Background: an optimization exercise with open tools, aiming at small area, a short achievable clock period and few clock cycles. Do not read the settings as production practice.
Function was checked by simulation only, so behaviour that the tests miss may differ from the original.
Power figures rest on the tool's default switching activity, not on a simulated workload.

<file path="flow/constraint.sdc">
create_clock -name core_clock -period 7.5 [get_ports {clk}]
set_input_delay 1.5000 -clock core_clock [delete_from_list [all_inputs] [get_ports {clk}]]
set_output_delay 1.5000 -clock core_clock [all_outputs]
set_load 0.01 [all_outputs]
</file>
<file path="flow/flow/run.sh">
#!/bin/bash
# standard layout, with the port buffers and timing repair free to pick any
# buffer and drive strength (not only the same cell footprint)
set -euo pipefail
bash standard.sh MATCH_CELL_FOOTPRINT=0 "BUFFER_PORTS_ARGS=-buffer_cell sky130_fd_sc_hd__buf_4" finish > make_finish.log 2>&1
</file>
<file path="flow/config.mk">
export PLATFORM = sky130hd
export DESIGN_NAME = rv_core
export DESIGN_NICKNAME = rv_core
export VERILOG_FILES = /design/flow/design.v
export SDC_FILE = /design/flow/constraint.sdc
export NUM_CORES = 8
export LEC_CHECK = 0
export CAP_MARGIN = 20
export CORE_MARGIN = 2
export CORE_UTILIZATION = 50
export CTS_CLUSTER_DIAMETER = 100
export CTS_CLUSTER_SIZE = 25
export PLACE_DENSITY = 0.6
export SETUP_SLACK_MARGIN = 4.5
export SLEW_MARGIN = 20
</file>
<file path="flow/design.v">
package rv_pkg;
    localparam int xlen      = 32;
    localparam int addr_w    = 30;  
    localparam int reg_idx_w = 5;
    localparam logic [31:0] nop_instr = 32'h0000_0013;
    localparam logic [6:0] op_r_type = 7'b0110011;
    localparam logic [6:0] op_i_type = 7'b0010011;
    localparam logic [6:0] op_load   = 7'b0000011;
    localparam logic [6:0] op_store  = 7'b0100011;
    localparam logic [3:0] alu_nop = 4'd0;  
    localparam logic [3:0] alu_add = 4'd1;
    localparam logic [3:0] alu_sub = 4'd2;
    localparam logic [3:0] alu_and = 4'd3;
    localparam logic [3:0] alu_or  = 4'd4;
    localparam logic [3:0] alu_xor = 4'd5;
    localparam logic [3:0] alu_sll = 4'd6;
    localparam logic [3:0] alu_srl = 4'd7;
    localparam logic [3:0] alu_sra = 4'd8;
    localparam logic [3:0] alu_slt = 4'd9;
    localparam logic [1:0] fwd_none = 2'd0;  
    localparam logic [1:0] fwd_mem  = 2'd1;  
    localparam logic [1:0] fwd_wb   = 2'd2;  
endpackage
`timescale 1ns/1ps
module rv_regfile (
    input  logic        clk,
    input  logic        rst_n,
    input  logic        we,
    input  logic        hold,       
    input  logic [4:0]  wa,
    input  logic [31:0] wd,
    input  logic [3:0]  ra_lo,     
    input  logic [7:0]  ra_hi,
    input  logic [3:0]  rb_lo,
    input  logic [7:0]  rb_hi,
    output logic [31:0] qa,
    output logic [31:0] qb
);
    logic [31:0] regs [1:31];
    logic [31:1] vld;
    logic [31:1] wsel;
    always_comb begin
        for (int i = 1; i < 32; i++) wsel[i] = we && wa == 5'(i) && !hold;
    end
    always_ff @(posedge clk or negedge rst_n) begin
        if (!rst_n) begin
            vld <= '0;
        end else begin
            vld <= vld | wsel;
        end
    end
    always_ff @(posedge clk) begin
        for (int i = 1; i < 32; i++) begin
            if (wsel[i]) regs[i] <= wd;
        end
    end
    always_comb begin
        qa = '0;
        qb = '0;
        for (int i = 1; i < 32; i++) begin
            qa = qa | ({32{ra_lo[i % 4] && ra_hi[i / 4] && vld[i]}} & regs[i]);
            qb = qb | ({32{rb_lo[i % 4] && rb_hi[i / 4] && vld[i]}} & regs[i]);
        end
    end
endmodule
`timescale 1ns/1ps
module rv_core #(
    parameter logic [rv_pkg::addr_w-1:0] reset_pc = '0
) (
    input  logic                      clk,
    input  logic                      rst_n,
    output logic [rv_pkg::addr_w-1:0] icache_addr,
    input  logic [31:0]               icache_rdata,
    input  logic                      icache_stall,
    output logic                      dcache_ren,
    output logic                      dcache_wen,
    output logic [rv_pkg::addr_w-1:0] dcache_addr,
    output logic [31:0]               dcache_wdata,
    input  logic [31:0]               dcache_rdata,
    input  logic                      dcache_stall
);
    logic [29:0] pc;
    logic        d_v;
    logic [31:0] d_ins;
    logic [3:0]  d_a_lo, d_b_lo;
    logic [7:0]  d_a_hi, d_b_hi;
    logic        e_v, e_wr, e_ld, e_st;
    logic [4:0]  e_rd;
    logic [31:0] e_a, e_bx, e_sd;
    logic        e_fsd;
    logic [3:0]  e_sr1;     
    logic [3:0]  e_sl1;     
    logic [7:0]  e_sh4;     
    logic        c_add, c_sub, c_slt, c_t01, c_t10, c_t11, c_sll, c_sr, c_sra;
    logic        m_wr, m_ld, m_st;
    logic [4:0]  m_rd;
    logic [31:0] m_alu, m_sd;
    logic        replay, lu;
    logic [31:0] m_res, ld_data;
    assign icache_addr = pc;
    logic [31:0] f_ins;
    assign f_ins = {icache_rdata[7:0], icache_rdata[15:8],
                    icache_rdata[23:16], icache_rdata[31:24]};
    assign replay      = (m_ld | m_st) & dcache_stall;
    logic       r_rep;
    logic [2:0] r_cnt;
    logic       adv;
    assign adv = !lu && !icache_stall;
    logic [3:0]  pc_lo;
    logic [26:0] pc_hi_m1;
    logic [29:0] pc_dec;
    assign pc_lo    = {1'b0, pc[2:0]} - {1'b0, r_cnt};
    assign pc_hi_m1 = pc[29:3] - 27'd1;
    assign pc_dec   = {pc_lo[3] ? pc_hi_m1 : pc[29:3], pc_lo[2:0]};
    always_ff @(posedge clk or negedge rst_n) begin
        if (!rst_n) begin
            pc    <= reset_pc;
            d_v   <= 1'b0;
            r_rep <= 1'b0;
        end else begin
            r_rep <= replay;
            if (r_rep)    pc <= pc_dec;
            else if (adv) pc <= pc + 30'd1;
            if (replay || r_rep) d_v <= 1'b0;
            else if (!lu)        d_v <= !icache_stall;
        end
    end
    always_ff @(posedge clk) begin
        r_cnt <= 3'd1 + {2'd0, d_v} + {2'd0, e_v} + {2'd0, adv};
    end
    always_ff @(posedge clk) begin
        if (!lu) begin
            d_ins <= {icache_rdata[7:0], icache_rdata[15:8],
                      icache_rdata[23:16], icache_rdata[31:24]};
            d_a_lo <= 4'b1 << f_ins[16:15];
            d_a_hi <= 8'b1 << f_ins[19:17];
            d_b_lo <= 4'b1 << f_ins[21:20];
            d_b_hi <= 8'b1 << f_ins[24:22];
        end
    end
    logic [6:0]  opcode;
    logic [2:0]  f3;
    logic [4:0]  rs1, rs2, rd;
    logic        is_r, is_i, is_ld, is_st, uses_rs1, wr;
    logic [31:0] rf_a, rf_b, qa, qb;
    logic [11:0] imm;
    logic        sub, fa, fb;
    logic [31:0] alu;
    assign opcode = d_ins[6:0];
    assign f3     = d_ins[14:12];
    assign rs1    = d_ins[19:15];
    assign rs2    = d_ins[24:20];
    assign rd     = d_ins[11:7];
    assign is_r     = d_v && opcode == rv_pkg::op_r_type;
    assign is_i     = d_v && opcode == rv_pkg::op_i_type;
    assign is_ld    = d_v && opcode == rv_pkg::op_load;
    assign is_st    = d_v && opcode == rv_pkg::op_store;
    assign uses_rs1 = is_r | is_i | is_ld | is_st;
    assign wr       = (is_r | is_i | is_ld) && rd != 5'd0;
    assign imm = is_st ? {d_ins[31:25], d_ins[11:7]} : d_ins[31:20];
    assign sub = (is_r && f3 == 3'b000 && d_ins[30]) || ((is_r || is_i) && f3 == 3'b010);
    logic       d_lu;
    logic [6:0] f_op;
    logic       f_r, f_use1;
    assign f_op   = f_ins[6:0];
    assign f_r    = f_op == rv_pkg::op_r_type;
    assign f_use1 = f_r || f_op == rv_pkg::op_i_type || f_op == rv_pkg::op_load ||
                    f_op == rv_pkg::op_store;
    always_ff @(posedge clk) begin
        d_lu <= !lu && is_ld && rd != 5'd0 &&
                ((f_use1 && f_ins[19:15] == rd) || (f_r && f_ins[24:20] == rd));
    end
    assign lu = d_lu && d_v;
    rv_regfile u_regfile (
        .clk, .rst_n, .we(m_wr), .hold(m_ld && dcache_stall), .wa(m_rd), .wd(m_res),
        .ra_lo(d_a_lo), .ra_hi(d_a_hi), .rb_lo(d_b_lo), .rb_hi(d_b_hi),
        .qa(rf_a), .qb(rf_b)
    );
    logic d_fa, d_fb, d_ba, d_bb;
    always_ff @(posedge clk) begin
        d_fa <= !lu && wr && rd == f_ins[19:15];
        d_fb <= !lu && wr && rd == f_ins[24:20];
        d_ba <= e_wr && e_rd == (lu ? rs1 : f_ins[19:15]);
        d_bb <= e_wr && e_rd == (lu ? rs2 : f_ins[24:20]);
    end
    assign qa = d_ba ? m_res : rf_a;
    assign qb = d_bb ? m_res : rf_b;
    assign fa = d_fa;
    assign fb = d_fb && is_r;
    always_ff @(posedge clk or negedge rst_n) begin
        if (!rst_n) begin
            e_v  <= 1'b0;
            e_wr <= 1'b0;
            e_ld <= 1'b0;
            e_st <= 1'b0;
        end else begin
            e_v  <= d_v   && !lu && !replay;
            e_wr <= wr    && !lu && !replay;
            e_ld <= is_ld && !lu && !replay;
            e_st <= is_st && !lu && !replay;
        end
    end
    always_ff @(posedge clk) begin
        e_rd     <= rd;
        e_a      <= fa ? alu : qa;
        e_bx     <= (fb ? alu : is_r ? qb : {{20{imm[11]}}, imm}) ^ {32{sub}};
        e_sd     <= qb;
        e_sr1    <= (is_i && f3 == 3'b001) ? 4'b0 : 4'b1 << d_ins[21:20];
        e_sl1    <= (is_i && f3 == 3'b001) ? 4'b1 << d_ins[21:20] : 4'b0;
        e_sh4    <= 8'b1 << d_ins[24:22];
        e_fsd    <= d_fb;
        c_add    <= is_ld || is_st || ((is_r || is_i) && f3 == 3'b000);
        c_sub    <= sub;
        c_slt    <= (is_r || is_i) && f3 == 3'b010;
        c_t01    <= (is_r || is_i) && (f3 == 3'b100 || f3 == 3'b110);
        c_t10    <= (is_r || is_i) && (f3 == 3'b100 || f3 == 3'b110);
        c_t11    <= (is_r || is_i) && (f3 == 3'b110 || f3 == 3'b111);
        c_sll    <= is_i && f3 == 3'b001;
        c_sr     <= is_i && f3 == 3'b101;
        c_sra    <= d_ins[30];
    end
    logic [31:0] a, bx, sum, sd, sh_t, shr, shl;
    logic        fill;
    logic        lt;
    assign a   = e_a;
    assign bx  = e_bx;
    assign sd  = e_fsd ? m_res : e_sd;    
    logic [32:0] sum33;
    assign sum33 = {a, 1'b1} + {bx, c_sub};    
    assign sum   = sum33[32:1];
    assign lt  = (a[31] ^ bx[31] ^ c_sub) ? a[31] : sum[31];
    assign fill = c_sra & c_sr & a[31];
    always_comb begin
        for (int i = 0; i < 32; i++) begin
            sh_t[i] = 1'b0;
            for (int j = 0; j < 4; j++)
                sh_t[i] = sh_t[i] | (e_sr1[j] & (i + j < 32 ? a[(i + j) % 32] : fill))
                                  | (e_sl1[j] & (i + j < 32 ? a[(63 - i - j) % 32] : 1'b0));
        end
        for (int i = 0; i < 32; i++) begin
            shr[i] = 1'b0;
            for (int k = 0; k < 8; k++)
                shr[i] = shr[i] | (e_sh4[k] & (i + 4 * k < 32 ? sh_t[(i + 4 * k) % 32] : fill));
        end
    end
    always_comb begin
        for (int i = 0; i < 32; i++) shl[i] = shr[31-i];
    end
    assign alu = ({32{c_add}} & sum)
               | {31'd0, c_slt & lt}
               | ({32{c_t01}} & ~a & bx)
               | ({32{c_t10}} & a & ~bx)
               | ({32{c_t11}} & a & bx)
               | ({32{c_sll}} & shl)
               | ({32{c_sr}}  & shr);
    always_ff @(posedge clk or negedge rst_n) begin
        if (!rst_n) begin
            m_wr <= 1'b0;
            m_ld <= 1'b0;
            m_st <= 1'b0;
        end else begin
            m_wr <= e_wr && !replay;
            m_ld <= e_ld && !replay;
            m_st <= e_st && !replay;
        end
    end
    always_ff @(posedge clk) begin
        m_rd  <= e_rd;
        m_alu <= alu;
        m_sd  <= sd;
    end
    assign dcache_ren   = m_ld;
    assign dcache_wen   = m_st;
    assign dcache_addr  = m_alu[31:2];
    assign dcache_wdata = {m_sd[7:0], m_sd[15:8], m_sd[23:16], m_sd[31:24]};
    assign ld_data      = {dcache_rdata[7:0], dcache_rdata[15:8],
                           dcache_rdata[23:16], dcache_rdata[31:24]};
    assign m_res        = m_ld ? ld_data : m_alu;
endmodule
</file>
<file path="flow/standard.sh">
#!/bin/bash
# synth_recipe.tcl (not shown) runs the flow's synth.tcl, then flattens the netlist and writes it again
# the make line also repeats each setting of config.mk as NAME=value (left out here)
make -C /OpenROAD-flow-scripts/flow DESIGN_CONFIG=/design/flow/config.mk WORK_HOME=/design/flow/orfs CLKGATE_MAP_FILE= SYNTH_SCRIPT=/design/flow/synth_recipe.tcl "${@:-finish}"
</file>
==> results.txt, run 1 <==
outcome timing/DRC/antenna clean; Initial DRC Count 11.3k; clock transition at the registers of the reported paths 0.10 ns; Worst path max stage delay 0.92 ns; Worst setup startpoint d_a_lo[0]$_SDFFCE_PP0N_; gpl congestion 0.969; top cell type's share of synthesized area 0.533; register area share after synthesis 0.631; Pwr per Cell Area 185 nW/um^2; YS warnings 3; reg2reg setup slack 4.20 ns; synth cell count leaders 1048 x edfxtp_1, 461 x a22oi_1, 347 x a221oi_1; die area 121000 um^2; #FFs+latches synth 1321; post-route DRC violation count 0; row count 126; most common flop cell mapped by yosys edfxtp_1; vias in the first global route 47.0k; leading area contributor after synthesis edfxtp_1; max-slew violations 0; CTS Buffer Depth 3; initial antenna violation count 12; Post-synth EDFFs 1048; net total in the final layout 4839; placed insts 6031; met3 WL 49.8 mm; Max rail drop VDD 0.000203 V; CTS sink count 1321; Vias/cell 8.08; slew of the pin with the lowest slew margin 1.30 ns; Tmin final 3.30 ns; Min-Delay Endpoint m_rd[4]$_DFF_P_; hold path depth 0; endpoint class of the critical path flip-flop; Met2 Wirelength 114 mm; Clock Skews 0.0626 ns; final setup fails 0; total gr overflow 0; CORE AREA 118000 um^2; hpwl dp 167 mm; hold path start e_rd[4]$_DFF_P_; clock latency on the worst-skew pair 0.77 ns; FMAX 0.303 GHz; final worst-path cycle share 0.440; Static Leak 23.6 nW; first-pass GRT wire length 381 mm; Area growth syn-to-layout 14.2%; vias 51.0k; root buf cell clkbuf_16; Synth area leaders edfxtp_1 53%, dfxtp_1 6.9%, a22oi_1 5.9%; fraction of layout cells with a size suffix above 1 0.203; hold buffers post-CTS 0; Detail Route Antenna Nets 0; CTS H-tree depth 2; critical path data required time 8.06 ns; hold crit path type reg2reg; slowest stage cell, crit path a221oi_1; Critical R2R Capture e_a[3]$_DFF_P_; Critical Path AT 3.86 ns; height of the die 348 um; largest net degree at the start of global routing 70; Mapped Cells 4619; Post-Syn Area 59100 um^2; WL final 284 mm; Highest Signal Layer met5; Max Cap Violations 0; setup TNS 0 ns; crit-path cells and3_2 > buf_4 > a221oi_1 > nand3_1 > o31ai_2 > o21ai_0; Non-Filler Instances 6312; Syn Area/Cell 12.8 um^2; Wirelength per Cell 44.9 um; global-route usage over all layers 0.453; critical path type reg2reg; asr flop ratio synth 0.0530; Detailed Routing Iterations Pass 1 11; # IOs 162; R2R Path Start d_a_lo[0]$_SDFFCE_PP0N_; library cells used by synthesis 83; RSZ-0062 raised after global routing true; Worst setup SP type flip-flop; r2r worst-path depth 6; CTS tree yes; IO Port Bufs 161; Starting Density 0.502; Post-Synthesis Net Count 4729; worst relative slew slack 0.133; total chip power 12.5 mW; CTS Buf Count 60; met1 WL 94.4 mm; Die W 348 um; most common cell in the netlist edfxtp_1; final hold vios 0; CP Max Fanout 32
-- stage by stage --
stage | hold slack [ns] | worst slack (ns) | util | instance area (um^2)
finish | 0.416 | 4.20 | 0.574 | 67500
global route | 0.420 | 4.26 | 0.573 | 67400
CTS | 0.419 | 4.16 | 0.557 | 65500
detailed placement | 0.396 | 3.23 | 0.525 | 61800
global placement | 0.391 | 3.22 | 0.525 | 61800
floorplan | 0.370 | 4.22 | - | 59200
-- routing by layer --
metal  track usage  vias up
li1              -    18980
met1         0.563    24543
met2         0.643     5742
met3         0.205     1712
met4         0.275       24
met5      0.000800        -
-- layout by cell type, fill, tap and decap left out, drive strengths merged, types with 10 or more instances in the layout --
cell type  count
a31oi         14
xnor2         38
a222oi        10
a21o          24
buf          479
dfxtp        203
clkbuf        94
a22o         324
dfrtp         70
edfxtp      1048
a221oi       350
nor3b         10
or3           10
nand3        115
ha            40
xor2          83
or2           35
and3          92
nand2b        21
o21ai         93
nand4        171
o31ai         31
nor4          17
and2          17
a22oi        461
o211ai        10
a21oi        209
inv           67
a211oi        17
nand2        195
mux2i         62
nor2         148
a221o         14
nor3          66
-- critical path, delay by kind of cell, from the launching register on --
kind            cells  cell delay, ns
buf+inv             1            0.33
compound gates      3            1.68
flops               1            0.57
simple gates        2            0.52
-- layout make-up --
type                       instances  area (um^2)
tap                             1536         1920
clock inverter                    10         95.1
sequential                      1321        37400
clock buffer                      90         1620
antenna                            9         22.5
timing repair buffer             483         4400
inverter                          63          236
fill                            9470        50100
multi-input combinational       2800        21800
-- timing repair --
item | CTS | global route
gates resized for setup | 301 | 235
endpoints found under the setup margin | 813 | 393
cloned | 4 | 3
buffers inserted | 79 | 85
pin swaps | 56 | 88
-- flip-flops by register name (all words and copies together) (netlist names), 30 cells and up --
register,count
d_ins,32
e_a,32
e_bx,32
e_sd,32
m_alu,32
m_sd,32
pc,30
u_regfile.regs,992
u_regfile.vld,31
-- worst max path at each step --
stage / slack, ns / to / cells past startpoint
after floorplan: 4.22 / u_regfile.regs[11][0]$_DFFE_PP_ / 5
final: 4.20 / e_a[3]$_DFF_P_ / 6
after global routing: 4.26 / e_a[3]$_DFF_P_ / 6
after CTS: 4.16 / u_regfile.regs[5][22]$_DFFE_PP_ / 7
after detailed placement: 3.23 / u_regfile.regs[10][1]$_DFFE_PP_ / 7
after global placement: 3.22 / u_regfile.regs[7][29]$_DFFE_PP_ / 7
-- kinds of logic (layout without fill, tap and decap cells) --
family / Yosys count / count (layout) / synth area share
DFF: 1321 / 1321 / 0.631
buffers and inverters: 501 / 646 / 0.0363
other: 0 / 9 / 0
muxes: 70 / 70 / 0.0120
and+or+nand+nor: 939 / 942 / 0.0829
AOI/OAI and AO/OA: 1625 / 1625 / 0.211
adders and majority gates: 42 / 42 / 0.00915
xor gates and xnor gates: 121 / 121 / 0.0179
-- where the power goes --
part	switching [mW]	internal, mW
logic	0.294	0.224
registers	0.148	7.88
clock network	2.39	1.52
Testbench counts, summed over its fixed seeds: cycles 14,420.
==> inputs of run 2 (changes only) <==
--- a/flow/design.v
+++ b/flow/design.v
@@ -31,6 +31,4 @@
     input  logic [31:0] wd,
-    input  logic [3:0]  ra_lo,     
-    input  logic [7:0]  ra_hi,
-    input  logic [3:0]  rb_lo,
-    input  logic [7:0]  rb_hi,
+    input  logic [4:0]  n_ra,       
+    input  logic [4:0]  n_rb,
     output logic [31:0] qa,
@@ -40,5 +38,6 @@
     logic [31:1] vld;
-    logic [31:1] wsel;
-    always_comb begin
-        for (int i = 1; i < 32; i++) wsel[i] = we && wa == 5'(i) && !hold;
+    logic [31:1] wdec;
+    logic [31:1] sa, sb;
+    always_comb begin
+        for (int i = 1; i < 32; i++) wdec[i] = we && wa == 5'(i);
     end
@@ -48,3 +47,3 @@
         end else begin
-            vld <= vld | wsel;
+            vld <= vld | (wdec & {31{!hold}});
         end
@@ -53,3 +52,9 @@
         for (int i = 1; i < 32; i++) begin
-            if (wsel[i]) regs[i] <= wd;
+            if (wdec[i] && !hold) regs[i] <= wd;
+        end
+    end
+    always_ff @(posedge clk) begin
+        for (int i = 1; i < 32; i++) begin
+            sa[i] <= n_ra == 5'(i) && (vld[i] || wdec[i]);
+            sb[i] <= n_rb == 5'(i) && (vld[i] || wdec[i]);
         end
@@ -60,4 +65,4 @@
         for (int i = 1; i < 32; i++) begin
-            qa = qa | ({32{ra_lo[i % 4] && ra_hi[i / 4] && vld[i]}} & regs[i]);
-            qb = qb | ({32{rb_lo[i % 4] && rb_hi[i / 4] && vld[i]}} & regs[i]);
+            qa = qa | ({32{sa[i]}} & regs[i]);
+            qb = qb | ({32{sb[i]}} & regs[i]);
         end
@@ -84,4 +89,2 @@
     logic [31:0] d_ins;
-    logic [3:0]  d_a_lo, d_b_lo;
-    logic [7:0]  d_a_hi, d_b_hi;
     logic        e_v, e_wr, e_ld, e_st;
@@ -134,6 +137,2 @@
                       icache_rdata[23:16], icache_rdata[31:24]};
-            d_a_lo <= 4'b1 << f_ins[16:15];
-            d_a_hi <= 8'b1 << f_ins[19:17];
-            d_b_lo <= 4'b1 << f_ins[21:20];
-            d_b_hi <= 8'b1 << f_ins[24:22];
         end
@@ -175,3 +174,3 @@
         .clk, .rst_n, .we(m_wr), .hold(m_ld && dcache_stall), .wa(m_rd), .wd(m_res),
-        .ra_lo(d_a_lo), .ra_hi(d_a_hi), .rb_lo(d_b_lo), .rb_hi(d_b_hi),
+        .n_ra(lu ? rs1 : f_ins[19:15]), .n_rb(lu ? rs2 : f_ins[24:20]),
         .qa(rf_a), .qb(rf_b)
@@ -205,3 +204,5 @@
         e_a      <= fa ? alu : qa;
-        e_bx     <= (fb ? alu : is_r ? qb : {{20{imm[11]}}, imm}) ^ {32{sub}};
+        e_bx     <= ({32{fb && !sub}} & alu) | ({32{fb && sub}} & ~alu)
+                  | ({32{!fb && is_r && !sub}} & qb) | ({32{!fb && is_r && sub}} & ~qb)
+                  | ({32{!fb && !is_r}} & ({{20{imm[11]}}, imm} ^ {32{sub}}));
         e_sd     <= qb;
==> run 2 against run 1 <==
Still clean. Worst setup slack improved by 0.060 ns. Synthesized cell count rose by 1.5%. First-iteration DRC count rose by 4.4%. Worst hold slack got worse by 0.011 ns. Clock-buffer cell count rose by 17. Sequential power rose by 3.1%. Sequential share of layout area rose by 1.7 points. Cell area fell by 1.4%. Final cell count rose by 1.9%. Core utilization fell by 1.2 points.
==> results.txt, run 2 <==
Wirelength per Cell 44.4 um (-1.3%); YS warnings 3 (unchanged); Critical R2R Capture e_bx[23]$_DFF_P_; Max rail drop VDD 0.000171 V (-16%); top cell type's share of synthesized area 0.514 (-0.0187); area post-placement 63000 um^2 (+1.9%); worst relative slew slack 0.156 (+0.0229); library cells used by synthesis 90 (+8.4%); total gr overflow 0 (unchanged); Post-synth EDFFs 1024 (-2.3%); Clock Skews 0.0412 ns (-0.0214 ns); most common cell in the netlist edfxtp_1; Post-Syn Area 59800 um^2 (+1.3%); endpoint class of the critical path flip-flop; leading area contributor after synthesis edfxtp_1; hpwl dp 163 mm (-2.6%); slowest stage cell, crit path dfxtp_2; final setup fails 0 (unchanged); hold path start e_rd[1]$_DFF_P_; CP delay by family, top compound AO/OA/AOI/OAI gates; global-route usage over all layers 0.455 (+0.00227); Vias/cell 8.03 (-0.59%); Pwr per Cell Area 203 nW/um^2 (+9.8%); R2R Path Start u_regfile.sb[6]$_DFF_P_; most common flop cell mapped by yosys edfxtp_1; asr flop ratio synth 0.0515 (-0.00148); first-pass GRT wire length 384 mm (+0.79%); Die W 350 um (+0.62%); post-route cell area 66500 um^2 (-1.4%); CP Buf/Inv Count 1 (unchanged); worst slack, placed 2.90 ns (-0.332 ns); Starting Density 0.505 (+0.00295); CTS Buffer Depth 3 (unchanged); setup ws final 4.26 ns (+0.0602 ns); CTS H-tree depth 3 (+1); largest register by flop count u_regfile.regs; CTS Buf Count 67 (+12%); WL final 285 mm (+0.63%); crit-path cells buf_4 > a221oi_1 > nand4_1 > nor3_2 > a21oi_1 > mux2_2 > nand3_1; reg2reg setup slack 4.26 ns (+0.06 ns); RSZ-0062 raised after global routing true; vias 51.7k (+1.3%); CORE AREA 118000 um^2 (+0.67%); Area growth syn-to-layout 11.2%; Crit. path cell count 7 (+1); die area 122000 um^2 (+1.2%); post-route DRC violation count 0 (unchanged); CTS tree yes; most common cell after layout, fill and taps aside edfxtp_1; Initial DRC Count 11.8k (+4.4%); net total in the final layout 4887 (+0.99%); Worst setup SP type flip-flop; Tmin final 3.24 ns (-0.0602 ns); Min-Delay Endpoint m_rd[1]$_DFF_P_; slew of the pin with the lowest slew margin 1.25 ns (-0.0445 ns); #FFs+latches synth 1359 (+2.9%); outcome timing/DRC/antenna clean; critical path data required time 8.13 ns (+0.07 ns); Detail Route Antenna Nets 0 (unchanged); max FFs per register 992 (unchanged); final hold vios 0 (unchanged); # IOs 162 (unchanged); Detailed Routing Iterations Pass 1 14 (+3); Synth area leaders edfxtp_1 51%, dfxtp_1 8.9%, a22oi_1 8.0%; hold crit path type reg2reg; final worst-path cycle share 0.432 (-0.00803); largest net degree at the start of global routing 71 (+1.4%); Static Leak 22.9 nW (-2.9%); hold path depth 0 (unchanged); FMAX 0.309 GHz (+1.9%); Critical Path AT 3.87 ns (about the same); CP Max Fanout 19 (-41%); setup TNS 0 ns (unchanged); clock latency on the worst-skew pair 0.72 ns (-0.05 ns); register area share after synthesis 0.632 (+0.000832); row count 126 (unchanged); Mapped Cells 4689 (+1.5%); synth cell count leaders 1024 x edfxtp_1, 637 x a22oi_1, 276 x clkbuf_1; Max Cap Violations 0 (unchanged); Post-Synthesis Net Count 4799 (+1.5%); critical path type reg2reg; vias in the first global route 46.9k (-0.26%); height of the die 350 um (+0.62%); CTS sink count 1359 (+2.9%); r2r worst-path depth 7 (+1); IO Port Bufs 161 (unchanged); initial antenna violation count 11 (-1); most frequent cells in the layout 1024 x edfxtp_1, 628 x a22oi_1, 371 x buf_4, 255 x a221oi_1, 238 x a22o_1; Syn Area/Cell 12.8 um^2 (-0.25%); gpl congestion 0.955 (-1.4%); root buf cell clkbuf_16; clock transition at the registers of the reported paths 0.10 ns (about the same); Worst path max stage delay 0.88 ns (-0.04 ns); max-slew violations 0 (unchanged); fraction of layout cells with a size suffix above 1 0.166 (-0.0372)
## run 2: area by class of cell
type	count	area, um^2
antenna	10	25.0
clock buffer	107	1880
clock inverter	9	135
fill	9856	51900
inverter	69	259
multi-input combinational	2880	21000
sequential	1359	38000
tap	1600	2000
timing repair buffer	400	3220
## run 2: through the flow
| step | power [mW] | hold WS, ns | utilization | cells |
|---|---|---|---|---|
| after floorplan | 8.87 | 0.329 | - | 4689 |
| after global placement | 9.26 | 0.392 | 0.531 | 6222 |
| after detailed placement | 9.27 | 0.392 | 0.532 | 6224 |
| after CTS | 13.4 | 0.408 | 0.556 | 6392 |
| after global routing | 13.8 | 0.426 | 0.562 | 6424 |
| final | 13.5 | 0.405 | 0.562 | 6434 |
## run 2: kinds of logic after synthesis
group | Yosys count | share of synthesized area
AO/OA/AOI/OAI | 1656 | 0.209
flip-flops | 1359 | 0.632
AND/OR/NAND/NOR | 961 | 0.0833
buffers and inverters | 452 | 0.0317
XOR/XNOR | 113 | 0.0165
multiplexers | 106 | 0.0181
adder cells (fa/ha/maj) | 42 | 0.00904
## run 2: worst reg2reg max path, delay by kind of cell (launching register included)
kind | cells | cell delay (ns)
AOI/OAI and AO/OA | 2 | 0.94
DFF | 1 | 0.88
buffers and inverters | 1 | 0.59
muxes | 1 | 0.41
and+or+nand+nor | 3 | 0.35
## run 2: repair_timing
action / in CTS / in global routing
gates cloned: 3 / 0
endpoints found under the hold margin: 0 / 0
hold buffers: 0 / 0
pin swaps: 32 / 24
gates resized for setup: 101 / 95
buffers inserted: 49 / 32
setup endpoints to repair: 1046 / 222
## run 2: per-layer routing
| metal | vias to the layer above | share of wire | global-route usage |
|---|---|---|---|
| met5 | - | 0.00070 | 0.00314 |
| met4 | 20 | 0.090 | 0.293 |
| met1 | 24912 | 0.34 | 0.585 |
| met2 | 5837 | 0.39 | 0.618 |
| met3 | 1665 | 0.18 | 0.205 |
| li1 | 19244 | - | - |
## run 2: worst max-delay path by stage
| stage | from | endpoint |
|---|---|---|
| after global routing | e_sl1[1]$_SDFF_PN0_ | e_bx[15]$_DFF_P_ |
| after detailed placement | dcache_stall | u_regfile.regs[21][12]$_DFFE_PP_ |
| after floorplan | dcache_stall | u_regfile.regs[31][0]$_DFFE_PP_ |
| final | u_regfile.sb[6]$_DFF_P_ | e_bx[23]$_DFF_P_ |
| after CTS | e_a[2]$_DFF_P_ | e_a[26]$_DFF_P_ |
| after global placement | dcache_stall | u_regfile.regs[29][3]$_DFFE_PP_ |
## run 2: power breakdown
group / switching (mW) / leakage [nW] / total, mW / internal (mW)
combinational: 0.564 / 9.26 / 0.914 / 0.350
sequential: 0.179 / 12.7 / 8.28 / 8.10
clock: 2.53 / 0.961 / 4.31 / 1.78
total: 3.28 / 22.9 / 13.5 / 10.2
Testbench counts of run 2, summed over its fixed seeds: cycles 14,420.
==> inputs of run 3 (changes only) <==
==> flow/run.sh (new file) <==
#!/bin/bash
# synth_recipe.tcl (not shown) runs the flow's synth.tcl, then flattens the netlist and writes it again
# the make line also repeats each setting of config.mk as NAME=value (left out here)
make -C /OpenROAD-flow-scripts/flow DESIGN_CONFIG=/design/flow/config.mk WORK_HOME=/design/flow/orfs CLKGATE_MAP_FILE= SYNTH_SCRIPT=/design/flow/synth_recipe.tcl finish
--- a/flow/config.mk
+++ b/flow/config.mk
@@ -9,6 +9,6 @@
 export CORE_MARGIN = 2
-export CORE_UTILIZATION = 50
+export CORE_UTILIZATION = 60
 export CTS_CLUSTER_DIAMETER = 100
 export CTS_CLUSTER_SIZE = 25
-export PLACE_DENSITY = 0.6
+export PLACE_DENSITY = 0.7
 export SETUP_SLACK_MARGIN = 4.5
removed: flow/flow/run.sh
removed: flow/standard.sh
==> run 3 against run 2 <==
Still clean on timing, DRC and antenna. Clock-buffer cell count fell by 9. Fmax rose by 2.6%. Sequential power barely moved. Non-clock buffer count rose by 58. Worst setup slack improved by 0.083 ns. Routed wire length fell by 3.0%. Die area fell by 16%. Power fell by 1.8%. Clock power fell by 8.1%. Worst hold slack improved by 0.0018 ns. Synthesized cell count did not move. Via count rose by 2.2%. Largest power group unchanged.
==> results.txt, run 3 <==
area post-placement 63000 um^2 (about the same); setup TNS 0 ns (unchanged); CTS H-tree depth 2 (-1); most common cell in the netlist edfxtp_1; CTS sink count 1359 (unchanged); Post-Syn Area 59800 um^2 (unchanged); CP Max Fanout 26 (+7); critical path data required time 8.11 ns (-0.02 ns); net total in the final layout 4946 (+1.2%); CP Buf/Inv Count 1 (unchanged); most frequent cells in the layout 1024 x edfxtp_1, 626 x a22oi_1, 257 x buf_4, 252 x a221oi_1, 237 x a22o_1; #FFs+latches synth 1359 (unchanged); Max rail drop VDD 0.000182 V (+6.3%); Worst setup startpoint u_regfile.sb[8]$_DFF_P_; outcome timing/DRC/antenna clean; Tmin final 3.16 ns (-0.0831 ns); Static Leak 23.2 nW (+1.4%); Pwr per Cell Area 198 nW/um^2 (-2.7%); hold path start e_rd[0]$_DFF_P_; Area growth syn-to-layout 12.2%; CTS Buf Count 61 (-9.0%); crit-path cells buf_4 > a22o_1 > a221oi_1 > nand4_1 > nor3_4 > a21oi_1 > mux2_2 > nand3_1; clock transition at the registers of the reported paths 0.10 ns (about the same); asr flop ratio synth 0.0515 (unchanged); global-route usage over all layers 0.527 (+0.0718); Detail Route Antenna Nets 0 (unchanged); synth cell count leaders 1024 x edfxtp_1, 637 x a22oi_1, 276 x clkbuf_1; Vias/cell 8.55 (+6.4%); final hold vios 0 (unchanged); most common cell after layout, fill and taps aside edfxtp_1; Mapped Cells 4689 (unchanged); Synth area leaders edfxtp_1 51%, dfxtp_1 8.9%, a22oi_1 8.0%; post-route cell area 67100 um^2 (+0.87%); root buf cell clkbuf_16; setup ws final 4.34 ns (+0.0831 ns); total gr overflow 0 (unchanged); initial antenna violation count 13 (+2); slowest stage cell, crit path nor3_4; Starting Density 0.607 (+0.102); Critical Path AT 3.76 ns (-0.11 ns); leading area contributor after synthesis edfxtp_1; worst relative slew slack 0.0924 (-0.0634); vias in the first global route 47.8k (+2.1%); row count 115 (-8.7%); # IOs 162 (unchanged); Syn Area/Cell 12.8 um^2 (unchanged); gpl congestion 1.02 (+6.4%); final setup fails 0 (unchanged); Clock Skews 0.0451 ns (+0.00394 ns); post-route DRC violation count 0 (unchanged); RSZ-0062 raised after global routing true; CORE AREA 98600 um^2 (-17%); FMAX 0.317 GHz (+2.6%); most common flop cell mapped by yosys edfxtp_1; height of the die 320 um (-8.6%); Wirelength per Cell 44.8 um (+0.95%); max FFs per register 992 (unchanged); die area 102000 um^2 (-16%); IO Port Bufs 161 (unchanged); largest net degree at the start of global routing 71 (unchanged); Post-synth EDFFs 1024 (unchanged); Initial DRC Count 13.4k (+13%); fraction of layout cells with a size suffix above 1 0.156 (-0.00973); Worst path max stage delay 0.56 ns (-0.32 ns); top cell type's share of synthesized area 0.514 (unchanged); vias 52.8k (+2.2%); slew of the pin with the lowest slew margin 1.35 ns (+0.0942 ns); Worst setup SP type flip-flop; Post-Synthesis Net Count 4799 (unchanged); hold crit path type reg2reg; Max Cap Violations 0 (unchanged); hpwl dp 155 mm (-4.6%); WL final 277 mm (-3.0%); CP delay by family, top simple AND/OR/NAND/NOR gates; first-pass GRT wire length 374 mm (-2.6%); register area share after synthesis 0.632 (unchanged); YS warnings 3 (unchanged); clock latency on the worst-skew pair 0.76 ns (+0.04 ns); R2R Path Start u_regfile.sb[8]$_DFF_P_; critical path type reg2reg; CTS tree yes; hold buffers post-CTS 0 (unchanged); largest register by flop count u_regfile.regs; Die W 320 um (-8.6%); CTS Buffer Depth 3 (unchanged); library cells used by synthesis 90 (unchanged); endpoint class of the critical path flip-flop; max-slew violations 0 (unchanged); worst slack, placed 2.65 ns (-0.250 ns); final worst-path cycle share 0.421 (-0.0111); Detailed Routing Iterations Pass 1 16 (+2)
run 3: routing by layer:
metal | part of all wire | vias up | wire length [um] | GRT usage
met4 | 0.097 | 26 | 26800 | 0.352
met1 | 0.32 | 25015 | 89500 | 0.665
met2 | 0.38 | 6460 | 106000 | 0.695
met5 | 0.0013 | - | 366 | 0.0274
met3 | 0.20 | 1954 | 54400 | 0.277
li1 | - | 19373 | - | -
run 3: layout make-up:
cell class	count	area, um^2
flip-flops and latches	1359	38000
inverters	69	278
repair inverters	5	35.0
clock inverters	4	88.8
clock buffers	98	1690
multi-input cells	2882	21300
well taps	1287	1610
repair buffers	458	4050
diodes	18	45.0
fillers	7065	31400
run 3: repair_timing:
action                                   CTS  global route
buffers inserted                          94            36
gates cloned                               5             5
endpoints found under the setup margin  1147           354
resized for setup                        272           138
pin swaps                                 48            43
hold endpoints to repair                   0             0
run 3: power breakdown:
group | internal (mW) | switching (mW) | total (mW)
sequential | 8.11 | 0.144 | 8.25
combinational | 0.408 | 0.635 | 1.04
clock | 1.57 | 2.39 | 3.96
total | 10.1 | 3.17 | 13.3
run 3: per-stage QoR:
| step | hold slack [ns] | power (mW) | std cells | utilization |
|---|---|---|---|---|
| CTS | 0.405 | 13.1 | 6121 | 0.671 |
| global route | 0.410 | 13.5 | 6164 | 0.681 |
| detailed placement | 0.391 | 9.29 | 5920 | 0.640 |
| finish | 0.407 | 13.3 | 6180 | 0.681 |
| global placement | 0.392 | 9.29 | 5919 | 0.639 |
| floorplan | 0.329 | 8.87 | 4689 | - |
run 3: path summary, 6_finish.rpt:
kind	end	slack (ns)	cells past startpoint
max	e_bx[30]$_DFF_P_	4.34	8
min	m_rd[0]$_DFF_P_	0.41	0
max reg2reg	e_bx[30]$_DFF_P_	4.34	8
min reg2reg	m_rd[0]$_DFF_P_	0.41	0
max in group asynchronous	pc[21]$_DFFE_PN0P_	6.13	1
min in group asynchronous	pc[8]$_DFFE_PN0P_	0.78	1
run 3: cell families (layout without fill, tap and decap cells):
logic type	count (synthesis)	after routing	synth area share
other cells	0	18	0
xor+xnor	113	113	0.0165
fa+ha+maj	42	42	0.00904
compound gates	1656	1656	0.209
buf+inv	452	634	0.0317
mux	106	106	0.0181
simple gates	961	965	0.0833
flops	1359	1359	0.632
run 3: worst register-to-register path, cell delays in order (launching register included):
cell	delay [ns]
dfxtp_2	0.48
buf_4	0.46
a22o_1	0.35
a221oi_1	0.27
nand4_1	0.29
nor3_4	0.57
a21oi_1	0.23
mux2_2	0.28
nand3_1	0.09
==> inputs of run 4 (changes only) <==
--- a/flow/design.v
+++ b/flow/design.v
@@ -29,3 +29,4 @@
     input  logic        hold,       
-    input  logic [4:0]  wa,
+    input  logic        n_we,       
+    input  logic [4:0]  n_wa,
     input  logic [31:0] wd,
@@ -40,5 +41,9 @@
     logic [31:1] sa, sb;
-    always_comb begin
-        for (int i = 1; i < 32; i++) wdec[i] = we && wa == 5'(i);
-    end
+    logic [31:1] wdec_r;
+    logic        wgo;
+    always_ff @(posedge clk) begin
+        for (int i = 1; i < 32; i++) wdec_r[i] <= n_we && n_wa == 5'(i);
+    end
+    assign wgo  = we && !hold;
+    assign wdec = wdec_r & {31{we}};
     always_ff @(posedge clk or negedge rst_n) begin
@@ -47,3 +52,3 @@
         end else begin
-            vld <= vld | (wdec & {31{!hold}});
+            vld <= vld | (wdec_r & {31{wgo}});
         end
@@ -52,3 +57,3 @@
         for (int i = 1; i < 32; i++) begin
-            if (wdec[i] && !hold) regs[i] <= wd;
+            if (wdec_r[i] && wgo) regs[i] <= wd;
         end
@@ -173,3 +178,4 @@
     rv_regfile u_regfile (
-        .clk, .rst_n, .we(m_wr), .hold(m_ld && dcache_stall), .wa(m_rd), .wd(m_res),
+        .clk, .rst_n, .we(m_wr), .hold(m_ld && dcache_stall), .n_we(e_wr), .n_wa(e_rd),
+        .wd(m_res),
         .n_ra(lu ? rs1 : f_ins[19:15]), .n_rb(lu ? rs2 : f_ins[24:20]),
==> flow/flow/run.sh (new file) <==
#!/bin/bash
# standard layout, with the port buffers and timing repair free to pick any
# buffer and drive strength (not only the same cell footprint)
set -euo pipefail
bash standard.sh MATCH_CELL_FOOTPRINT=0 "BUFFER_PORTS_ARGS=-buffer_cell sky130_fd_sc_hd__buf_2" finish > make_finish.log 2>&1
==> flow/standard.sh (new file) <==
#!/bin/bash
# synth_recipe.tcl (not shown) runs the flow's synth.tcl, then flattens the netlist and writes it again
# the make line also repeats each setting of config.mk as NAME=value (left out here)
make -C /OpenROAD-flow-scripts/flow DESIGN_CONFIG=/design/flow/config.mk WORK_HOME=/design/flow/orfs CLKGATE_MAP_FILE= SYNTH_SCRIPT=/design/flow/synth_recipe.tcl "${@:-finish}"
--- a/flow/config.mk
+++ b/flow/config.mk
@@ -9,6 +9,6 @@
 export CORE_MARGIN = 2
-export CORE_UTILIZATION = 60
+export CORE_UTILIZATION = 50
 export CTS_CLUSTER_DIAMETER = 100
 export CTS_CLUSTER_SIZE = 25
-export PLACE_DENSITY = 0.7
+export PLACE_DENSITY = 0.6
 export SETUP_SLACK_MARGIN = 4.5
removed: flow/run.sh
==> run 4 against run 3 <==
Synthesized cell count up 0.83%. Non-clock buffer count decreased by 81. Fmax grew 0.60%. Global-route usage decreased by 8.0 points. Synthesized area up 0.62%. Register-to-register slack better by 0.02 ns. Sequential share of layout area grew 1.3 points. Critical path type unchanged. Highest routed layer unchanged.
==> results.txt, run 4 <==
outcome timing/DRC/antenna clean; global-route usage over all layers 0.447 (-0.0798); height of the die 351 um (+9.8%); Syn Area/Cell 12.7 um^2 (-0.21%); most common cell after layout, fill and taps aside edfxtp_1; RSZ-0062 raised after global routing true; max-slew violations 0 (unchanged); Worst setup SP type flip-flop; Detail Route Antenna Nets 0 (unchanged); final worst-path cycle share 0.418 (-0.00251); Wirelength per Cell 43.9 um (-1.9%); WL final 283 mm (+2.1%); setup TNS 0 ns (unchanged); clock transition at the registers of the reported paths 0.11 ns (about the same); fraction of layout cells with a size suffix above 1 0.161 (+0.00527); vias in the first global route 46.8k (-2.1%); largest net degree at the start of global routing 71 (unchanged); CTS Buffer Depth 3 (unchanged); Met2 Wirelength 114 mm (+7.9%); Psw 2.90 mW (-8.7%); Post-Synthesis Net Count 4838 (+0.81%); # IOs 162 (unchanged); max FFs per register 992 (unchanged); Static Leak 21.5 nW (-7.3%); CP delay by family, top simple AND/OR/NAND/NOR gates; CORE AREA 120000 um^2 (+21%); Max Cap Violations 0 (unchanged); CP Max Fanout 23 (-12%); slowest stage cell, crit path nor3_1; final setup fails 0 (unchanged); FMAX 0.319 GHz (+0.60%); Max rail drop VDD 0.000219 V (+21%); Clock Skews 0.0337 ns (-0.0115 ns); most common flop cell mapped by yosys edfxtp_1; most frequent cells in the layout 1024 x edfxtp_1, 655 x a22oi_1, 245 x a221oi_1, 237 x a21oi_1, 228 x a22o_1; hpwl dp 157 mm (+1.0%); initial antenna violation count 13 (unchanged); hold crit path type reg2reg; most common cell in the netlist edfxtp_1; Synth area leaders edfxtp_1 51%, dfxtp_1 9.7%, a22oi_1 8.2%; Tmin final 3.14 ns (-0.0189 ns); CTS H-tree depth 3 (+1); register share of total power 0.636 (+0.014); root buf cell clkbuf_16; largest register by flop count u_regfile.regs; clock latency on the worst-skew pair 0.71 ns (-0.05 ns); row count 127 (+10%); first-pass GRT wire length 380 mm (+1.6%); slew of the pin with the lowest slew margin 1.25 ns (-0.0975 ns); top cell type's share of synthesized area 0.511 (-0.00317); synth cell count leaders 1024 x edfxtp_1, 659 x a22oi_1, 311 x clkbuf_1; met1 WL 96.5 mm (+7.8%); crit-path cells buf_4 > a22o_1 > a221oi_1 > nand4_1 > nor3_1 > a21oi_1 > mux2i_1 > nand3_1; Comb power frac 0.032 (-0.047); Post-synth EDFFs 1024 (unchanged); YS warnings 3 (unchanged); total gr overflow 0 (unchanged); Starting Density 0.503 (-0.104); Post-Syn Area 60200 um^2 (+0.62%); IO Port Bufs 161 (unchanged); library cells used by synthesis 76 (-16%); post-route cell area 66500 um^2 (-0.95%); CTS Buf Count 66 (+8.2%); die area 123000 um^2 (+20%); CTS sink count 1385 (+1.9%); Highest Signal Layer met5; vias 50.9k (-3.6%); endpoint class of the critical path flip-flop; register area share after synthesis 0.637 (+0.00475); Clk pwr share 0.331 (+0.032); CTS tree yes; Detailed Routing Iterations Pass 1 10 (-6); net total in the final layout 4890 (-1.1%); CP Buf/Inv Count 1 (unchanged); final hold vios 0 (unchanged); critical path type reg2reg; leading area contributor after synthesis edfxtp_1; Die W 351 um (+9.8%); area post-placement 62800 um^2 (-0.37%); post-route DRC violation count 0 (unchanged); Switching Share 0.222 (-0.0172); critical path data required time 8.09 ns (-0.02 ns); Internal 10.1 mW (+0.62%); met3 WL 48.2 mm (-12%); gpl congestion 0.997 (-1.8%); Critical Path AT 3.72 ns (-0.04 ns); Worst path max stage delay 0.88 ns (+0.32 ns); Mapped Cells 4728 (+0.83%); Initial DRC Count 10.8k (-19%); worst relative slew slack 0.159 (+0.0663); asr flop ratio synth 0.0505 (-0.000967); Area growth syn-to-layout 10.5%; Vias/cell 7.92 (-7.4%); Pwr per Cell Area 196 nW/um^2 (-0.67%); #FFs+latches synth 1385 (+1.9%)
==> run 4: stage by stage <==
step	hold WS (ns)	util	setup WS, ns	power (mW)	cells
6_report	0.452	0.556	4.36	13.0	6431
5_1_grt	0.471	0.556	4.44	13.3	6427
4_1_cts	0.459	0.548	4.35	13.0	6395
3_5_place_dp	0.438	0.525	3.61	8.87	6262
3_3_place_gp	0.413	0.525	3.51	8.86	6262
2_1_floorplan	0.390	-	4.53	8.69	4728
==> run 4: cell type report <==
class | instances | area, um^2
well taps | 1612 | 2020
clock buffers | 92 | 1820
repair buffers | 377 | 2510
clock inverters | 11 | 145
inverters | 68 | 255
multi-input cells | 2882 | 21200
flip-flops and latches | 1385 | 38500
diodes | 4 | 10.0
fillers | 10047 | 53200
==> run 4: kinds of logic (layout without fill, tap and decap cells) <==
logic type | count (synthesis) | after routing | share of synthesized area
AND/OR/NAND/NOR | 953 | 953 | 0.0826
adder cells (fa/ha/maj) | 42 | 42 | 0.00898
buffers and inverters | 462 | 548 | 0.0309
other | 0 | 4 | 0
multiplexers | 108 | 108 | 0.0180
XOR/XNOR | 111 | 111 | 0.0162
flip-flops | 1385 | 1385 | 0.637
AO/OA/AOI/OAI | 1667 | 1668 | 0.207
==> run 4: power by group through the flow <==
| stage | clock (mW) | combinational [mW] | sequential, mW |
|---|---|---|---|
| after CTS | 4.31 | 0.407 | 8.30 |
| after global placement | 0 | 0.390 | 8.47 |
| final | 4.32 | 0.423 | 8.30 |
| after detailed placement | 0 | 0.394 | 8.47 |
| after global routing | 4.56 | 0.463 | 8.31 |
| after floorplan | 0 | 0.239 | 8.45 |
==> run 4: timing repair <==
| action | 4_1_cts | 5_1_grt |
|---|---|---|
| resized for setup | 103 | 148 |
| cloned | 1 | 0 |
| setup endpoints to repair | 335 | 110 |
| setup buffers | 29 | 31 |
| hold buffers | 0 | 0 |
| pin swaps | 19 | 39 |
==> run 4: path summary, 6_finish.rpt <==
path                                           from                end  slack, ns  cells after the start
max in group asynchronous                     rst_n     m_ld$_DFF_PN0_       6.06                      1
hold / removal                       e_st$_DFF_PN0_     m_st$_DFF_PN0_       0.45                      1
setup / recovery           u_regfile.sb[11]$_DFF_P_    e_bx[0]$_DFF_P_       4.36                      8
hold reg to reg                      e_st$_DFF_PN0_     m_st$_DFF_PN0_       0.45                      1
min in group asynchronous                     rst_n  pc[1]$_DFFE_PN0P_       0.86                      1
setup reg to reg           u_regfile.sb[11]$_DFF_P_    e_bx[0]$_DFF_P_       4.36                      8
==> run 4: routing by layer <==
layer / vias to the layer above / global-route usage
li1: 19258 / -
met1: 24894 / 0.579
met2: 5400 / 0.617
met3: 1347 / 0.181
met4: 20 / 0.290
met5: - / 0
==> run 4: worst reg2reg max path, stage by stage (launching register included) <==
cell and delay (ns):
dfxtp_2 0.49, buf_4 0.41, a22o_1 0.31, a221oi_1 0.29, nand4_1 0.16, nor3_1 0.88, a21oi_1 0.17, mux2i_1 0.24
nand3_1 0.09
Testbench counts of run 4, summed over its fixed seeds: cycles 14,420.
==> inputs of run 5 (changes only) <==
--- a/flow/config.mk
+++ b/flow/config.mk
@@ -13,3 +13,3 @@
 export PLACE_DENSITY = 0.6
-export SETUP_SLACK_MARGIN = 4.5
+export SETUP_SLACK_MARGIN = 4.7
 export SLEW_MARGIN = 20
==> run 5 against run 4 <==
Synthesized area unchanged. Fmax is 4.1% higher. Power up 0.47%. Core utilization rose by 1.0 points. Critical endpoint is now e_a[31]$_DFF_P_.
==> results.txt, run 5 <==
Detailed Routing Iterations Pass 1 10 (unchanged); Internal 10.2 mW (+0.49%); row count 127 (unchanged); Pwr per Cell Area 194 nW/um^2 (-1.4%); Max Cap Violations 0 (unchanged); Die W 351 um (unchanged); Synth area leaders edfxtp_1 51%, dfxtp_1 9.7%, a22oi_1 8.2%; vias in the first global route 47.2k (+0.73%); Critical Path AT 3.60 ns (-0.12 ns); Post-Synthesis Net Count 4838 (unchanged); total gr overflow 0 (unchanged); library cells used by synthesis 76 (unchanged); clock latency on the worst-skew pair 0.71 ns (about the same); worst relative slew slack 0.281 (+0.122); register area share after synthesis 0.637 (unchanged); final worst-path cycle share 0.402 (-0.0166); top cell type's share of synthesized area 0.511 (unchanged); asr flop ratio synth 0.0505 (unchanged); root buf cell clkbuf_16; Vias/cell 7.84 (-1.0%); outcome timing/DRC/antenna clean; Non-Filler Instances 6512 (+1.3%); Static Leak 21.9 nW (+2.0%); Worst setup startpoint u_regfile.sa[12]$_DFF_P_; Worst path max stage delay 0.77 ns (-0.11 ns); die area 123000 um^2 (unchanged); area post-placement 62900 um^2 (+0.14%); largest net degree at the start of global routing 71 (unchanged); total chip power 13.1 mW (+0.47%); Psw 2.91 mW (+0.38%); hold slack final 0.448 ns (-0.00395 ns); leading area contributor after synthesis edfxtp_1; Switching Share 0.222 (about the same); final setup fails 0 (unchanged); CORE AREA 120000 um^2 (unchanged); Detail Route Antenna Nets 0 (unchanged); CTS tree yes; placed insts 6271 (+0.14%); RSZ-0062 raised after global routing true; Post-synth EDFFs 1024 (unchanged); critical path data required time 8.09 ns (about the same); Syn Area/Cell 12.7 um^2 (unchanged); CP delay by family, top compound AO/OA/AOI/OAI gates; Area growth syn-to-layout 12.5%; hpwl dp 156 mm (-0.60%); slowest stage cell, crit path nor4_1; Clk pwr share 0.329 (-0.002); vias 51.0k (+0.20%); critical path type reg2reg; Clock Skews 0.0427 ns (+0.00900 ns); gpl congestion 0.991 (-0.67%); most frequent cells in the layout 1024 x edfxtp_1, 657 x a22oi_1, 242 x buf_4, 234 x a221oi_1, 229 x a21oi_1; max-slew violations 0 (unchanged); Mapped Cells 4728 (unchanged); post-route cell area 67700 um^2 (+1.8%); net total in the final layout 4967 (+1.6%); fraction of layout cells with a size suffix above 1 0.193 (+0.0314); CTS H-tree depth 3 (unchanged); CP Buf/Inv Count 1 (unchanged); register area 38600 um^2 (+0.25%); Critical R2R Capture e_a[31]$_DFF_P_; slew of the pin with the lowest slew margin 1.06 ns (-0.193 ns); post-layout util 0.566 (+0.0103); first-pass GRT wire length 378 mm (-0.52%); CTS Buf Count 67 (+1.5%); # IOs 162 (unchanged); hold path depth 2 (+1); largest register by flop count u_regfile.regs; setup TNS 0 ns (unchanged); R2R Path Start u_regfile.sa[12]$_DFF_P_; most common flop cell mapped by yosys edfxtp_1; FMAX 0.332 GHz (+4.1%); YS warnings 3 (unchanged); endpoint class of the critical path flip-flop; Post-Syn Area 60200 um^2 (unchanged); initial antenna violation count 10 (-3); IO Port Bufs 161 (unchanged); #FFs+latches synth 1385 (unchanged); Initial DRC Count 10.6k (-2.1%); WL final 281 mm (-0.58%); Max rail drop VDD 0.000225 V (+2.5%); Worst setup SP type flip-flop; r2r worst-path depth 7 (-1); synth cell count leaders 1024 x edfxtp_1, 659 x a22oi_1, 311 x clkbuf_1; post-route DRC violation count 0 (unchanged); most common cell after layout, fill and taps aside edfxtp_1; hold crit path type reg2reg; setup ws final 4.49 ns (+0.125 ns); reg2reg setup slack 4.49 ns (+0.12 ns); max FFs per register 992 (unchanged); area of the multi-input gates 21500 um^2 (+1.4%); clock transition at the registers of the reported paths 0.10 ns (about the same); height of the die 351 um (unchanged); most common cell in the netlist edfxtp_1; crit-path cells buf_4 > a22o_1 > a221oi_1 > nand3_1 > nor4_1 > a211oi_1 > a21o_1; register share of total power 0.630 (-0.006); Comb power frac 0.041 (+0.009); hold path start e_sd[19]$_DFF_P_; Starting Density 0.503 (unchanged); CTS Buffer Depth 3 (unchanged); global-route usage over all layers 0.444 (-0.00278); Wirelength per Cell 43.1 um (-1.8%); CP Max Fanout 18 (-22%); worst slack, placed 3.75 ns (+0.138 ns); CTS sink count 1385 (unchanged); final hold vios 0 (unchanged); Min-Delay Endpoint m_sd[19]$_DFF_P_; Tmin final 3.01 ns (-0.125 ns); Fill cells 9947 (-1.0%)
==> run 5: cell counts after synthesis <==
No cell type changed its count.
==> run 5: what timing repair did <==
item,CTS,global route
endpoints found under the hold margin,0,0
pin swaps,39,61
setup buffers,68,55
gates resized for setup,242,171
hold buffers,0,0
cloned,1,4
setup endpoints to repair,1111,368
==> run 5: worst max-delay path by stage <==
| stage | endpoint | slack (ns) | depth (start not counted) |
|---|---|---|---|
| 2_1_floorplan | pc[24]$_DFFE_PN0P_ | 4.71 | 6 |
| 5_1_grt | e_bx[0]$_DFF_P_ | 4.43 | 10 |
| 3_5_place_dp | u_regfile.regs[6][23]$_DFFE_PP_ | 3.75 | 5 |
| 6_report | e_a[31]$_DFF_P_ | 4.49 | 7 |
| 4_1_cts | e_bx[25]$_DFF_P_ | 4.52 | 11 |
| 3_3_place_gp | u_regfile.regs[1][20]$_DFFE_PP_ | 3.31 | 4 |
==> run 5: power groups by stage <==
| stage | combinational, mW | clock (mW) | sequential [mW] |
|---|---|---|---|
| 2_1_floorplan | 0.239 | 0 | 8.45 |
| 3_3_place_gp | 0.388 | 0 | 8.47 |
| 3_5_place_dp | 0.393 | 0 | 8.48 |
| 4_1_cts | 0.514 | 4.31 | 8.25 |
| 5_1_grt | 0.588 | 4.56 | 8.26 |
| 6_report | 0.538 | 4.32 | 8.25 |
==> run 5: tightest hold or removal path: stages (launching register included) <==
cell and delay [ns]:
dfxtp_1 0.31, nor2_1 0.07, a21oi_1 0.04
==> run 5: cells by family after synthesis <==
kind of cell               after synthesis  share of synthesized area
DFF                                   1385                      0.637
xor gates and xnor gates               111                     0.0162
buffers and inverters                  462                     0.0309
AOI/OAI and AO/OA                     1667                      0.207
adders and majority gates               42                    0.00898
muxes                                  108                     0.0180
and+or+nand+nor                        953                     0.0826
==> run 5: cell type report <==
type / instances / area share
Clock buffer: 95 / 0.0273
Multi-Input combinational cell: 2881 / 0.318
Timing Repair Buffer: 450 / 0.0486
Tap cell: 1612 / 0.0298
Antenna cell: 8 / 0.000296
Inverter: 68 / 0.00399
Timing Repair inverter: 4 / 0.000407
Sequential cell: 1385 / 0.570
Clock inverter: 9 / 0.00181
==> run 5: metal layers <==
layer | track usage | routed length, um | share of wire | up-vias
li1 | - | - | - | 19402
met1 | 0.567 | 96100 | 0.34 | 24860
met2 | 0.613 | 113000 | 0.40 | 5353
met3 | 0.192 | 47900 | 0.17 | 1397
met4 | 0.287 | 24300 | 0.086 | 10
met5 | 0.000392 | 91 | 0.00032 | -
==> inputs of run 6 (changes only) <==
--- a/flow/config.mk
+++ b/flow/config.mk
@@ -9,7 +9,7 @@
 export CORE_MARGIN = 2
-export CORE_UTILIZATION = 50
+export CORE_UTILIZATION = 55
 export CTS_CLUSTER_DIAMETER = 100
 export CTS_CLUSTER_SIZE = 25
-export PLACE_DENSITY = 0.6
-export SETUP_SLACK_MARGIN = 4.7
+export PLACE_DENSITY = 0.65
+export SETUP_SLACK_MARGIN = 4.5
 export SLEW_MARGIN = 20
==> run 6 against run 5 <==
Sequential share of layout area grew 1.2 points. Sequential power grew 0.6%. Global-route usage up 3.7 points. Via count is 0.72% higher. Synthesized area is the same. Combinational power fell by 21%. Register-to-register slack got worse by 0.15 ns. Power fell by 2.7%. Non-clock buffer count down 61. Critical path type unchanged. Critical endpoint is now e_bx[20]$_DFF_P_. Largest cell class unchanged. Largest power group unchanged.
==> results.txt, run 6 <==
initial antenna violation count 18 (+8); hpwl dp 157 mm (+0.77%); Detailed Routing Iterations Pass 1 10 (unchanged); hold slack final 0.458 ns (+0.00925 ns); clock latency on the worst-skew pair 0.78 ns (+0.07 ns); leading area contributor after synthesis edfxtp_1; Fill cells 8590 (-14%); met3 usage 0.204 (+0.0119); FMAX 0.316 GHz (-4.6%); height of the die 335 um (-4.6%); Synth area leaders edfxtp_1 51%, dfxtp_1 9.7%, a22oi_1 8.2%; simple-gate share of the synthesized area 0.0826 (unchanged); CTS Buf Count 61 (-9.0%); most common cell after layout, fill and taps aside edfxtp_1; Detail Route Antenna Nets 0 (unchanged); #FFs+latches synth 1385 (unchanged); Critical Path AT 3.79 ns (+0.19 ns); Max Cap Violations 0 (unchanged); Adder-Cell Fraction of Synth Area 0.00898 (unchanged); total chip power 12.8 mW (-2.7%); most common cell in the netlist edfxtp_1; R2R Path Start u_regfile.sb[27]$_DFF_P_; most used routing layer in global routing met2; largest net degree at the start of global routing 71 (unchanged); Worst setup startpoint u_regfile.sb[27]$_DFF_P_; max FFs per register 992 (unchanged); vias 51.4k (+0.72%); asr flop ratio synth 0.0505 (unchanged); most frequent cells in the layout 1024 x edfxtp_1, 653 x a22oi_1, 244 x a221oi_1, 229 x a21oi_1, 228 x a22o_1; hold path start e_st$_DFF_PN0_; CORE AREA 109000 um^2 (-9.2%); slew of the pin with the lowest slew margin 1.23 ns (+0.170 ns); setup TNS 0 ns (unchanged); final hold vios 0 (unchanged); vias in the first global route 46.9k (-0.53%); Area growth syn-to-layout 10.1%; Static Leak 21.4 nW (-2.3%); RSZ-0062 raised after global routing true; setup ws final 4.34 ns (-0.147 ns); CTS Buffer Depth 3 (unchanged); fraction of layout cells with a size suffix above 1 0.167 (-0.0261); global-route usage over all layers 0.481 (+0.0373); Clock Skews 0.0343 ns (-0.00831 ns); die area 112000 um^2 (-9.0%); register area share after synthesis 0.637 (unchanged); CP Max Fanout 18 (unchanged); hold crit path type reg2reg; met2 usage 0.658 (+0.0441); post-synthesis mux area share 0.0180 (unchanged); Mapped Cells 4728 (unchanged); Worst setup SP type flip-flop; Initial DRC Count 11.6k (+9.5%); root buf cell clkbuf_16; WL final 278 mm (-1.0%); Vias/cell 8.22 (+5.0%); YS warnings 3 (unchanged); CTS sink count 1385 (unchanged); Non-Filler Instances 6249 (-4.0%); final worst-path cycle share 0.421 (+0.0195); critical path type reg2reg; net total in the final layout 4896 (-1.4%); XOR/XNOR Fraction of Synth Area 0.0162 (unchanged); CTS H-tree depth 2 (-1); gpl congestion 0.995 (+0.49%); Syn Area/Cell 12.7 um^2 (unchanged); largest family of logic cells by synthesized area compound AO/OA/AOI/OAI gates; IO Port Bufs 161 (unchanged); row count 121 (-4.7%); most common flop cell mapped by yosys edfxtp_1; Wirelength per Cell 44.5 um (+3.1%); total gr overflow 0 (unchanged); worst relative slew slack 0.181 (-0.0993); worst slack, placed 3.40 ns (-0.351 ns); max-slew violations 0 (unchanged); endpoint class of the critical path flip-flop; reg2reg setup slack 4.34 ns (-0.15 ns); # IOs 162 (unchanged); Tmin final 3.16 ns (+0.147 ns); clock transition at the registers of the reported paths 0.10 ns (about the same); Starting Density 0.554 (+0.0507); Die W 335 um (-4.6%); largest register by flop count u_regfile.regs; library cells used by synthesis 76 (unchanged); first-pass GRT wire length 373 mm (-1.1%); met1 GRT Util 0.626 (+0.0588); Post-Synthesis Net Count 4838 (unchanged); Post-synth EDFFs 1024 (unchanged); outcome timing/DRC/antenna clean; placed insts 6071 (-3.2%); critical path data required time 8.13 ns (+0.04 ns); CTS tree yes; final setup fails 0 (unchanged); Post-Syn Area 60200 um^2 (unchanged); top cell type's share of synthesized area 0.511 (unchanged); synth cell count leaders 1024 x edfxtp_1, 659 x a22oi_1, 311 x clkbuf_1; fraction of the mapped netlist area in compound gates 0.207 (unchanged); post-route DRC violation count 0 (unchanged); Pwr per Cell Area 193 nW/um^2 (-0.50%); Max rail drop VDD 0.000254 V (+13%)
run 6: cell count changes in the layout (fill, tap and decap cells not counted), sizes merged:
cell and delta:
buf -60, clkinv -3, clkinvlp -7, bufinv -1, inv +2, diode +4
run 6: area by class of cell:
cell class / instances / area [um^2] / share of cell area
Clock inverter: 4 / 51.3 / 0.000774
Tap cell: 1414 / 1770 / 0.0267
Inverter: 68 / 255 / 0.00385
Antenna cell: 12 / 30.0 / 0.000453
Timing Repair Buffer: 389 / 2720 / 0.0411
Sequential cell: 1385 / 38600 / 0.582
Multi-Input combinational cell: 2881 / 21100 / 0.319
Clock buffer: 96 / 1710 / 0.0258
run 6: routing by layer:
metal / wire length [um] / vias to the layer above
met2: 110000 / 5630
met4: 24600 / 23
met1: 93600 / 24904
met5: 323 / -
li1: - / 19267
met3: 49700 / 1566
run 6: worst paths after layout:
check | to | cells after the start
max | e_bx[20]$_DFF_P_ | 7
min | m_st$_DFF_PN0_ | 1
max reg2reg | e_bx[20]$_DFF_P_ | 7
min reg2reg | m_st$_DFF_PN0_ | 1
max in group asynchronous | pc[12]$_DFFE_PN0P_ | 1
min in group asynchronous | pc[3]$_DFFE_PN0P_ | 1
run 6: cells by family after synthesis:
| group | after synthesis |
|---|---|
| adder cells (fa/ha/maj) | 42 |
| buffers and inverters | 462 |
| AO/OA/AOI/OAI | 1667 |
| multiplexers | 108 |
| AND/OR/NAND/NOR | 953 |
| flip-flops | 1385 |
| XOR/XNOR | 111 |
run 6: per-stage QoR:
stage | cell area (um^2) | util
6_report | 66200 | 0.609
5_1_grt | 66200 | 0.609
4_1_cts | 65100 | 0.599
3_5_place_dp | 62600 | 0.576
3_3_place_gp | 62600 | 0.576
2_1_floorplan | 60200 | -
run 6: critical path: stages (launching register included):
cell	delay [ns]
dfxtp_2	1.10
buf_4	0.51
a221oi_1	0.14
nand3_1	0.13
nor3_1	0.08
a21oi_1	0.68
mux2i_1	0.28
nand3_1	0.09
run 6: timing repair:
item                                    CTS  global route
cloned                                    1             0
endpoints found under the setup margin  317           142
setup buffers                            31            34
hold buffers                              0             0
pin swaps                                27            47
gates resized for setup                 139           168
run 6: power by group:
part,switching [mW],internal (mW)
Clock,2.45,1.58
Combinational,0.256,0.167
Sequential,0.114,8.18

## re-timing with driven ports
The results above use ideal ports. As a check the final layouts listed here were re-extracted and re-timed, cells and wires unchanged. Step 1 assumes that a clkbuf_16 drives the clock port and a buf_2 every other input. Step 2 adds t to the input delays and takes it off the output delays; t is the mean of the earliest and latest rising clock arrival at the registers after step 1. Input paths then give back, and output paths get back, about the clock's delay inside the block. Slacks: ideal / step 1 / step 2; pairs: ideal / step 1.
run | t (ns) | setup slack, ns | slew at the worst register clock pin (ns)
run 1 | 0.817 | 4.200 / 4.200 / 3.475 | 0.11 / 0.11
run 2 | 0.772 | 4.260 / 4.260 / 3.697 | 0.11 / 0.11
run 3 | 0.820 | 4.343 / 4.343 / 3.619 | 0.11 / 0.11
run 4 | 0.777 | 4.362 / 4.362 / 3.708 | 0.11 / 0.11
run 5 | 0.761 | 4.487 / 4.487 / 3.918 | 0.11 / 0.11
run 6 | 0.838 | 4.340 / 4.340 / 3.678 | 0.11 / 0.11
After both steps setup and hold are still met in every run listed. For run 1, which loses most, drivers alone change the setup slack by 0.000 ns; drivers and shift together by -0.725 ns.
